Background: an optimization exercise with open tools, aiming at small area, a short achievable clock period and few clock cycles per item. Do not read the settings as production practice.
At most, simulation tests tie the RTL to the original design; equivalence was not proved.
Power and IR drop assume default switching activity.

==> flow/design.v (excerpt) <==
module frequency_ordered_list_top (
  input  logic                              clk_i,
  input  logic                              rst_ni,
  input  logic                              in_valid_i,
  output logic                              in_ready_o,
  input  logic [fol_pkg::KEY_W-1:0]         in_key_i,
  output logic                              out_valid_o,
  input  logic                              out_ready_i,
  output logic                              out_hit_o,
  output logic [fol_pkg::POS_W-1:0]         out_old_position_o,
  output logic [fol_pkg::POS_W-1:0]         out_new_position_o,
  output logic [fol_pkg::HIT_COUNT_W-1:0]   out_hit_count_o
);
export LEC_CHECK = 0
export ABC_AREA = 1
export CAP_MARGIN = 20
export CORE_MARGIN = 2
export CORE_UTILIZATION = 40
export CTS_BUF_LIST = sky130_fd_sc_hd__clkbuf_8 sky130_fd_sc_hd__clkbuf_16
export CTS_CLUSTER_DIAMETER = 80
export CTS_CLUSTER_SIZE = 25
export SETUP_SLACK_MARGIN = 2.3
export SLEW_MARGIN = 20
create_clock -name core_clock -period 5.0 [get_ports {clk_i}]
run.sh (not shown) runs the stock make flow with config.mk's settings and CLKGATE_MAP_FILE= SYNTH_SCRIPT=/design/flow/synth_recipe.tcl, a recipe that flattens the netlist after the stock synthesis.
The first run went through all stages and came out clean.
Testbench counts at the start, summed over its fixed seeds: cycles 12,024, items 12,000.
Change:
--- a/flow/config.mk
+++ b/flow/config.mk
@@ -10,3 +10,3 @@
 export CORE_MARGIN = 2
-export CORE_UTILIZATION = 40
+export CORE_UTILIZATION = 50
 export CTS_BUF_LIST = sky130_fd_sc_hd__clkbuf_8 sky130_fd_sc_hd__clkbuf_16
@@ -14,3 +14,3 @@
 export CTS_CLUSTER_SIZE = 25
-export SETUP_SLACK_MARGIN = 2.3
+export SETUP_SLACK_MARGIN = 2.0
 export SLEW_MARGIN = 20
=>
- maximum frequency went down by roughly a tenth
- cell area went down by a few percent
- critical path depth went down by 10
- power went down by a few percent
- hold slack is better by 0.0052 ns
- worst setup slack is worse by 0.27 ns
- die area went down by about a fifth
- via count went down slightly
- global-route usage went up by 7.1 points
Change:
--- a/flow/config.mk
+++ b/flow/config.mk
@@ -10,3 +10,3 @@
 export CORE_MARGIN = 2
-export CORE_UTILIZATION = 50
+export CORE_UTILIZATION = 40
 export CTS_BUF_LIST = sky130_fd_sc_hd__clkbuf_8 sky130_fd_sc_hd__clkbuf_16
@@ -14,3 +14,3 @@
 export CTS_CLUSTER_SIZE = 25
-export SETUP_SLACK_MARGIN = 2.0
+export SETUP_SLACK_MARGIN = 2.1
 export SLEW_MARGIN = 20
After rerunning: Synthesized cell count is unchanged. Hold slack is worse by 0.0044 ns. Count of clock-buffer cells in the layout is unchanged. Worst setup slack is better by 0.064 ns. Design area rose by 1.0%. Global-route usage fell by 7.7 points. Register-to-register slack is better by 0.07 ns. Die area rose by 24%. Sequential share of layout area fell by 0.37 points. Routed wire length fell by 2.3%. Critical path depth is unchanged.
Change:
--- a/flow/config.mk
+++ b/flow/config.mk
@@ -14,3 +14,3 @@
 export CTS_CLUSTER_SIZE = 25
-export SETUP_SLACK_MARGIN = 2.1
+export SETUP_SLACK_MARGIN = 2.5
 export SLEW_MARGIN = 20
Outcome:
- hold slack barely changes
- flip-flop and latch count does not change
- global-route usage increases by 3.8 points
- setup slack improved by 0.16 ns
- synthesized area does not change
- clock power increases by a few percent
- final cell count increases by a few percent


v5:
frequency_ordered_list_top, a different RTL version from the one above (not shown whole).
Size: roughly 1200 cells after synthesis, about 200 flip-flops, roughly 0.013 mm² of cells after synthesis.
export LEC_CHECK = 0
export CAP_MARGIN = 20
export CORE_MARGIN = 2
export CORE_UTILIZATION = 40
export SETUP_SLACK_MARGIN = 1.2
export SLEW_MARGIN = 20
create_clock -name core_clock -period 5.0 [get_ports {clk_i}]
v5 finished all stages; the layout is clean.
## Diff of input files: v37 against v5
- swapping 1.2 for 1.5 in SETUP_SLACK_MARGIN
- swapping 40 for 55 in CORE_UTILIZATION
==> comparison <==
- v5 reports its critical path launch point as u_dp.k_q[0] while v37 reports u_dp.cinc_q[0].
- Compared to v5, v37 reaches a higher achievable clock.
- Taking v5 over v37, the number of ordinary and repair buffers in the finished layout ratio works out to 0.830.
- v37 against v5: routed wire length now smaller; switching share of power has increased.
- Summary of v37 over v5: utilization went up 19 points; number of global-route vias before repair increased by 1.5% relative to the old numbers; pin count of the biggest net entering global routing down 3.
- v37 reports its end of the critical path as u_dp.scnt_q[2][13] while v5 reports u_dp.cinc_q[16].
- NOTE combinational power v5->v37 increased by a few percent
- Worst-path cell with the longest stage delay: sky130_fd_sc_hd__o41ai_1 -> v37, sky130_fd_sc_hd__a2111oi_0 -> v5
Modified inputs, v32 compared to v37
- CORE_UTILIZATION changed from 55 to 40
- SETUP_SLACK_MARGIN changed from 1.5 to 1.0
==> comparison <==
v32 vs. v37: footprint of the multi-input gates went down by 3.6%; number of core rows went up by 10; die width went up by 17%; portion of total power attributed to sequential cells went up by 0.2 points; non-clock buffer count went down by 30.
In the route summary, v32 ends up with a via count below that of v37.
The lower growth of design area from synthesis to finish came out of v32.
Between v37 and v32, the overall power of the completed layout does not differ in any meaningful way.
Clock power: v32 vs v37 up 14%
The higher count of clock-buffer cells in the layout of v32 and v37 is in v37.
Relative to v37, part of the cycle the worst path needs increased by 9.6 points in v32.
Function was not checked in any run of this note: the RTL went through the layout flow alone.


== run A ==
frequency_ordered_list_top, a different RTL version from the one above (not shown whole).
For scale: ~2000 cells after synthesis, roughly 220 flip-flops, roughly 37 I/O pins.
clock: 5.0 ns
lec_check: 0
abc_area: 1
cap_margin: 20
core_margin: 2
core_utilization: 40
cts_buf_list: sky130_fd_sc_hd__clkbuf_4 sky130_fd_sc_hd__clkbuf_8
cts_cluster_size: 30
setup_slack_margin: 2.0
slew_margin: 20
Run A finished all stages; the layout is clean.
What run B does differently from run A at the input level:
- clearing CTS_BUF_LIST, which used to be sky130_fd_sc_hd__clkbuf_4 sky130_fd_sc_hd__clkbuf_8
- clearing CTS_CLUSTER_SIZE, which used to be 30
- clearing ABC_AREA, which used to be 1
- swapping 2.0 for 1.5 in SETUP_SLACK_MARGIN
==> comparison <==
- Run B finished every stage and its layout cleared the timing, DRC and antenna checks.
- Compared with run A, run B ends up with a smaller final cell area.
- Relative to run A, the hold-critical path depth of run B is lower by 1.
- Against run A as the reference, run B delivers a lower multi-input combinational gate total.
- Maximum level of the CTS H-tree ends up higher on run A.
- Amount of wire on met2 after detailed routing ended up 3800 um lower on run B than on run A.
- The worst setup slack for register-to-register paths in run B sits 550 ps below the value recorded for run A.
- Run A → run B: setup slack lower, vertical die dimension now smaller, power share of the clock group moved up, synthesized cell count shows a reduction of 693.
- Taking run A as the reference point, the growth of design area from synthesis to finish of run B rises by 1.3 points.
[inputs] run C vs run B
- swapping 1.5 for 2.3 in SETUP_SLACK_MARGIN
- putting CTS_BUF_LIST at sky130_fd_sc_hd__clkbuf_4 sky130_fd_sc_hd__clkbuf_8 where nothing was set
- putting ABC_AREA at 1 where nothing was set
- putting CTS_CLUSTER_SIZE at 30 where nothing was set
[summary]
Every stage of the flow completed for run C, and the final layout passed the timing, DRC and antenna checks. Utilization after layout | run C above run B. When run C is set beside run B, its first-pass GRT wire length turns out to be 28% larger. Compared with run B, in run C largest incremental delay on the critical path decreased by 50 ps relative to the old numbers, multi-input combinational cell count saw an increase, synthesized-area fraction occupied by xor and xnor cells -4.0 points, number of buffers inserted by post-CTS setup repair shows an increase of 37. Going from run B to run C, total power after layout grew by more than 10%. Taking run B as the reference, in run C synthesized cell count now sits higher; number of buffers and inverters on the critical path went up; maximum number of pins on one net before global-route repair lower. Run comparison: run B dominant power group sequential cells; run C dominant power group combinational logic. For inverter count of the layout excluding clock inverters, dividing the value from run B by the value from run C gives 0.28.
No functional check of the RTL was part of any run of this note.


## run 1
frequency_ordered_list_top with an RTL version that a note above also has.
For scale: about 1900 cells after synthesis, roughly 13000 um2 of cells after synthesis.
// frequency_ordered_list_top
module frequency_ordered_list_top (
  input  logic                              clk_i,
  input  logic                              rst_ni,
  input  logic                              in_valid_i,
  output logic                              in_ready_o,
  input  logic [fol_pkg::KEY_W-1:0]         in_key_i,
  output logic                              out_valid_o,
  input  logic                              out_ready_i,
  output logic                              out_hit_o,
  output logic [fol_pkg::POS_W-1:0]         out_old_position_o,
  output logic [fol_pkg::POS_W-1:0]         out_new_position_o,
  output logic [fol_pkg::HIT_COUNT_W-1:0]   out_hit_count_o
);
make LEC_CHECK=0 ABC_AREA=1 CAP_MARGIN=20 CORE_MARGIN=2 CORE_UTILIZATION=50 CTS_BUF_LIST='sky130_fd_sc_hd__clkbuf_8 sky130_fd_sc_hd__clkbuf_16' CTS_CLUSTER_DIAMETER=80 CTS_CLUSTER_SIZE=25 SETUP_SLACK_MARGIN=2.2 SLEW_MARGIN=20 finish   # period 5.0 ns
Testbench counts of run 1, summed over its fixed seeds: cycles 12,024, items 12,000.
Modified inputs, run 2 compared to run 1
Settings: CTS_CLUSTER_SIZE removed (was 25); CTS_CLUSTER_DIAMETER removed (was 80); CTS_BUF_LIST removed (was sky130_fd_sc_hd__clkbuf_8 sky130_fd_sc_hd__clkbuf_16); SETUP_SLACK_MARGIN changed from 2.2 to 2.0; CORE_UTILIZATION changed from 50 to 40.
## What came out
Run 2 against run 1: share of the clock period used by the worst path after layout up 2.8 points, non-filler instance count after layout higher, via count dropped 239, cell depth of the worst setup path rose 7, power consumed by combinational cells decreased by about 10% relative to the old numbers. Run 2: count of plain and timing-repair buffers 35% below run 1. Run 2 ended up with met4 as its top metal layer carrying routed signals; run 1 ended up with met5.
diff inputs: run 2 => run 3
Settings: SETUP_SLACK_MARGIN changed from 2.0 to 2.4; CTS_BUF_LIST newly set to sky130_fd_sc_hd__clkbuf_8 sky130_fd_sc_hd__clkbuf_16; CTS_CLUSTER_DIAMETER newly set to 80; CTS_CLUSTER_SIZE newly set to 25.
--- outcome ---
Compared with run 2, the detailed router inserted more vias in run 3. Final design instance area without fill (lower): run 2. Run 3 finished end to end and its layout was clean on timing, DRC and antenna. Final total power, run 3 vs run 2: down by a few percent. Run 2 → run 3: internal power summed over all cells saw a decrease; net count of the finished layout saw an increase. Run 3 vs. run 2: final wirelength went up about 9%; switching power share of the total went up 3.8 points; met3 track utilization from global routing went down 2.1 points; sequential share of layout area went down 1.5 points.
Input changes introduced in run 4 (baseline for comparison: run 3):
Settings: SETUP_SLACK_MARGIN changed from 2.4 to 2.0; CTS_CLUSTER_DIAMETER removed (was 80); CTS_BUF_LIST changed from sky130_fd_sc_hd__clkbuf_8 sky130_fd_sc_hd__clkbuf_16 to sky130_fd_sc_hd__clkbuf_4 sky130_fd_sc_hd__clkbuf_8; CTS_CLUSTER_SIZE changed from 25 to 30.
--- outcome ---
Run 4 did not stop at any stage, and its layout met the timing, DRC and antenna checks.
Run 4 ends up with a hold slack that is 0.0039 ns lower than in run 3.
Between run 3 and run 4, total power increased.
What run 3 reported for areal power density over the cells has to be multiplied by 1.06 to get the figure for run 4.
The following lists how run 5 was set up differently from run 4:
Settings: CTS_CLUSTER_DIAMETER now 80, previously not set; CTS_CLUSTER_SIZE now 25, was 30; SETUP_SLACK_MARGIN now 2.3, was 2.0; PLACE_DENSITY now 0.7, previously not set; CTS_BUF_LIST now sky130_fd_sc_hd__clkbuf_8 sky130_fd_sc_hd__clkbuf_16, was sky130_fd_sc_hd__clkbuf_4 sky130_fd_sc_hd__clkbuf_8.
==> run notes <==
Multi-input combinational area share across run 5 and run 4: no real change.
Per the comparison of run 5 with run 4, path length in cells of the critical path fell 4; fraction of met2 tracks used by global routing rose 0.74 points; number of synthesized register bits about even; count of buffering cells on the critical path with inverters included about even.
Number of clock buffer instances in the layout in run 5 is 44 below run 4.
A capture point of the critical path of u_dp.cinc_q[12] is what run 4 shows, while u_dp.skey_q[6][0] belongs to run 5.

==> separate check: timing with driven ports <==
The flow's constraints put no driver on any port. The routed layouts listed below were extracted and timed again, unchanged, in two steps.
Step 1 assumes that a clkbuf_16 drives the clock port and a buf_2 every other input.
Step 2 adds t to the input delays and takes it off the output delays; t is the mean of the earliest and latest rising clock arrival at the registers after step 1. Input paths then give back, and output paths get back, about the clock's delay inside the block.
Three values: ideal, step 1, step 2; two values: the first two.
run | t, ns | setup WS [ns] | worst hold slack (ns)
the first run of note 1 | 0.562 | 2.376 / 2.376 / 2.025 | 0.470 / 0.470 / 0.470
the second run of note 1 | 0.554 | 2.104 / 2.078 / 1.643 | 0.475 / 0.475 / 0.475
the third run of note 1 | 0.558 | 2.168 / 2.137 / 1.712 | 0.470 / 0.470 / 0.470
the fourth run of note 1 | 0.571 | 2.331 / 2.331 / 2.176 | 0.471 / 0.471 / 0.471
v5 | 0.577 | 1.221 / 1.221 / 0.940 | 0.477 / 0.477 / 0.477
v37 | 0.568 | 1.557 / 1.557 / 1.153 | 0.470 / 0.470 / 0.470
v32 | 0.575 | 1.075 / 1.075 / 0.960 | 0.475 / 0.475 / 0.475
run A | 0.607 | 2.117 / 2.117 / 1.584 | 0.466 / 0.463 / 0.466
run B | 0.583 | 1.567 / 1.567 / 1.408 | 0.463 / 0.463 / 0.463
run C | 0.605 | 2.314 / 2.314 / 1.995 | 0.456 / 0.443 / 0.466
run 1 | 0.555 | 2.246 / 2.246 / 1.752 | 0.473 / 0.473 / 0.473
run 2 | 0.605 | 2.108 / 2.108 / 1.620 | 0.466 / 0.466 / 0.466
run 3 | 0.561 | 2.446 / 2.432 / 1.974 | 0.469 / 0.469 / 0.469
run 4 | 0.607 | 2.080 / 2.080 / 1.573 | 0.466 / 0.466 / 0.466
run 5 | 0.561 | 2.326 / 2.326 / 1.884 | 0.488 / 0.488 / 0.488
After both steps every run listed still meets setup and hold. The setup slack of run A, which loses most, moves by 0.000 ns with the drivers and by -0.533 ns with both steps.
